This design comes from an exercise in tuning for small area on the open sky130 flow, not from production work.
In this exercise RTL edits were held to simulation tests only and were not proved equivalent to the original.
No activity file was given, so power comes from the tool's default toggle rates.

==> module calc_datapath, before the edit <==
module calc_datapath (
  input  logic [1:0]  op,
  input  logic [6:0]  a,
  input  logic [6:0]  b,
  output logic [13:0] result
);
  function automatic logic [15:0] radd(input logic [15:0] x, input logic [15:0] y, input logic cin);
    logic c;
    c = cin;
    for (int i = 0; i < 16; i++) begin
      radd[i] = x[i] ^ y[i] ^ c;
      c = (x[i] & y[i]) | (c & (x[i] ^ y[i]));
    end
  endfunction
  logic        sub;
  logic [7:0]  sum;
  logic [13:0] prod;
  logic [6:0]  quot;
  logic        neg;
  logic [2:0] hi5;
  assign hi5 = {~(sum[7] ^ (sum[6] & sum[5])), sum[6] ^ sum[5], ~sum[5]};
  always_comb begin
    logic [15:0] acc;
    acc = {9'd0, a & {7{b[0]}}};
    for (int i = 1; i < 7; i++) begin
      logic [15:0] s;
      s = radd({9'd0, acc[i +: 7]}, {9'd0, a & {7{b[i]}}}, 1'b0);
      acc[i +: 8] = s[7:0];
    end
    prod = acc[13:0];
  end
  logic [6:0] rem1;
  logic [6:1] quot_hi;
  always_comb begin
    logic [6:0] rem;
    rem = 7'd0;
    for (int i = 6; i >= 1; i--) begin
      logic [6:0] p, d;
      logic       bw, fits;
      p  = {rem[5:0], a[i]};
      bw = 1'b0;
      for (int j = 0; j < 7; j++) begin
        if (j < 7 - i) begin
          d[j] = p[j] ^ b[j] ^ bw;
          bw   = (~p[j] & b[j]) | (bw & ~(p[j] ^ b[j]));
        end else begin
          d[j] = 1'b0;
        end
      end
      fits = ~bw;
      for (int j = 7 - i; j < 7; j++) fits = fits & ~b[j];
      quot_hi[i] = fits;
      for (int j = 0; j < 7; j++) rem[j] = (j < 7 - i) ? (fits ? d[j] : p[j]) : 1'b0;
    end
    rem1 = rem;
  end
  assign sub = (op != 2'd0);
  always_comb begin
    logic [15:0] s;
    logic [6:0]  x;
    x   = op[1] ? {rem1[5:0], a[0]} : a;
    s   = radd({9'd0, x}, {9'd0, b ^ {7{sub}}}, sub);
    sum = {s[7] ^ sub, s[6:0]};
  end
  assign quot = {quot_hi, ~sum[7]};
  assign neg = ~op[1] & op[0] & sum[7];
  always_comb begin
    case (op)
      2'd0: result = {6'd0, sum};
      2'd1: result = neg ? {6'b010101, hi5, sum[4:0]} : {7'd0, sum[6:0]};
      2'd2: result = prod;
      default: result = {7'd0, quot & {7{|b}}};
    endcase
  end
endmodule
export LEC_CHECK = 0
export CAP_MARGIN = 20
export CORE_MARGIN = 2
export CORE_UTILIZATION = 40
export SLEW_MARGIN = 20
create_clock -name core_clock -period 45.0 [get_ports {clk}]
standard.sh (not shown) runs the stock make flow with config.mk's settings and CLKGATE_MAP_FILE= SYNTH_SCRIPT=/design/flow/synth_recipe.tcl, a recipe that flattens the netlist after the stock synthesis.
==> flow/flow/run.sh <==
#!/bin/bash
# Own layout flow: the standard ORFS flow, with a synthesis script that
# differs from the standard one only in technology mapping (full adders only
# from extract_fa, and an area-oriented ABC script). Registers, flattening and
# renaming are as in the standard synthesis.
set -euo pipefail
HERE=$(pwd)
OWN=$HERE/flow
mkdir -p $HERE/own

# the standard synthesis script of this ORFS, with the two mapping changes
sed -e 's|^  extract_fa {\*}\[dont_use_extract_fa_args\]$|  extract_fa -fa|' \
    -e 's|^  log_cmd abc {\*}\$abc_args$|  log_cmd abc -script $::env(OWN_ABC_SCRIPT) {*}[lrange $abc_args 2 end]|' \
    $FLOW_HOME/scripts/synth.tcl > $HERE/own/synth_mod.tcl
grep -q '^  extract_fa -fa$' $HERE/own/synth_mod.tcl
grep -q 'OWN_ABC_SCRIPT' $HERE/own/synth_mod.tcl
sed -e "s|source \$::env(SCRIPTS_DIR)/synth.tcl|source $HERE/own/synth_mod.tcl|" synth_recipe.tcl > $HERE/own/synth_own.tcl
grep -q synth_mod.tcl $HERE/own/synth_own.tcl
export OWN_ABC_SCRIPT=$OWN/abc_own.script

# The standard flow's make command line, with our synthesis script
CMD=$(grep '^make ' standard.sh)
CMD=${CMD//SYNTH_SCRIPT=$HERE\/synth_recipe.tcl/SYNTH_SCRIPT=$HERE/own/synth_own.tcl}
CMD=${CMD//\"\$\{@:-finish\}\"/}
echo "$CMD $(cat $OWN/make_args.txt 2>/dev/null) finish" > $HERE/own_make_cmd.log
eval "$CMD $(cat $OWN/make_args.txt 2>/dev/null) finish" > $HERE/own_make.log 2>&1

B=$HERE/orfs/results/$FLOW_PLATFORM/calc_chip/base
: # left out here: write the final layout as DEF
==> flow/flow/abc_own.script <==
strash
&get -n
&st
&dch -x
&nf -R 2000 -C 32
&put
topo
==> flow/flow/make_args.txt <==
BUFFER_PORTS_ARGS="-buffer_cell sky130_fd_sc_hd__buf_1" CTS_ARGS="-sink_clustering_enable -repair_clock_nets -buf_list sky130_fd_sc_hd__clkbuf_8 -sink_clustering_size 20 -dont_use_dummy_load"
The starting point completed with no timing, DRC or antenna violations.
Rerun with:
--- a/flow/design.v
+++ b/flow/design.v
@@ -166,4 +166,11 @@
   logic [6:0]  quot;
   logic        neg;
+  assign sub = (op == 2'd1);
+  always_comb begin
+    logic [15:0] s;
+    s   = radd({9'd0, a}, {9'd0, b ^ {7{sub}}}, sub);
+    sum = {s[7] ^ sub, s[6:0]};
+  end
+  assign neg = sub & sum[7];
   logic [2:0] hi5;
   assign hi5 = {~(sum[7] ^ (sum[6] & sum[5])), sum[6] ^ sum[5], ~sum[5]};
@@ -178,10 +185,8 @@
     prod = acc[13:0];
   end
-  logic [6:0] rem1;
-  logic [6:1] quot_hi;
   always_comb begin
     logic [6:0] rem;
     rem = 7'd0;
-    for (int i = 6; i >= 1; i--) begin
+    for (int i = 6; i >= 0; i--) begin
       logic [6:0] p, d;
       logic       bw, fits;
@@ -198,19 +203,8 @@
       fits = ~bw;
       for (int j = 7 - i; j < 7; j++) fits = fits & ~b[j];
-      quot_hi[i] = fits;
+      quot[i] = fits;
       for (int j = 0; j < 7; j++) rem[j] = (j < 7 - i) ? (fits ? d[j] : p[j]) : 1'b0;
     end
-    rem1 = rem;
-  end
-  assign sub = (op != 2'd0);
-  always_comb begin
-    logic [15:0] s;
-    logic [6:0]  x;
-    x   = op[1] ? {rem1[5:0], a[0]} : a;
-    s   = radd({9'd0, x}, {9'd0, b ^ {7{sub}}}, sub);
-    sum = {s[7] ^ sub, s[6:0]};
   end
-  assign quot = {quot_hi, ~sum[7]};
-  assign neg = ~op[1] & op[0] & sum[7];
   always_comb begin
     case (op)
Outcome: Global-route usage went down by 0.64 points. Worst setup slack improved by 5.0 ns. First-iteration DRC count went down by 5.2%. Total power went down by 4.5%. Cell area went down by about 0.3%. Count of clock-buffer cells in the layout does not change. Flip-flop and latch count is unchanged.

[afterwards: timing with drivers on the ports]
The flow's constraints put no driver on any port. The routed layouts listed below were extracted and timed again, unchanged, in two steps. Step 1, drivers: a clkbuf_16 drives clk and a buf_2 each remaining input, both assumed. Step 2 also shifts input and output timing later by t, the mid clock arrival at the registers, as if the neighbouring blocks saw the same clock. Three values: ideal, step 1, step 2; two values: the first two.
run | shift t [ns] | setup WS [ns] | worst setup path at the end | pins driven straight from the clock port
the first run | 0.469 | 23.872 / 23.872 / 23.872 | register to register | 1
the second run | 0.475 | 28.833 / 28.833 / 28.833 | register to register | 1
After both steps every run listed still meets setup and hold.
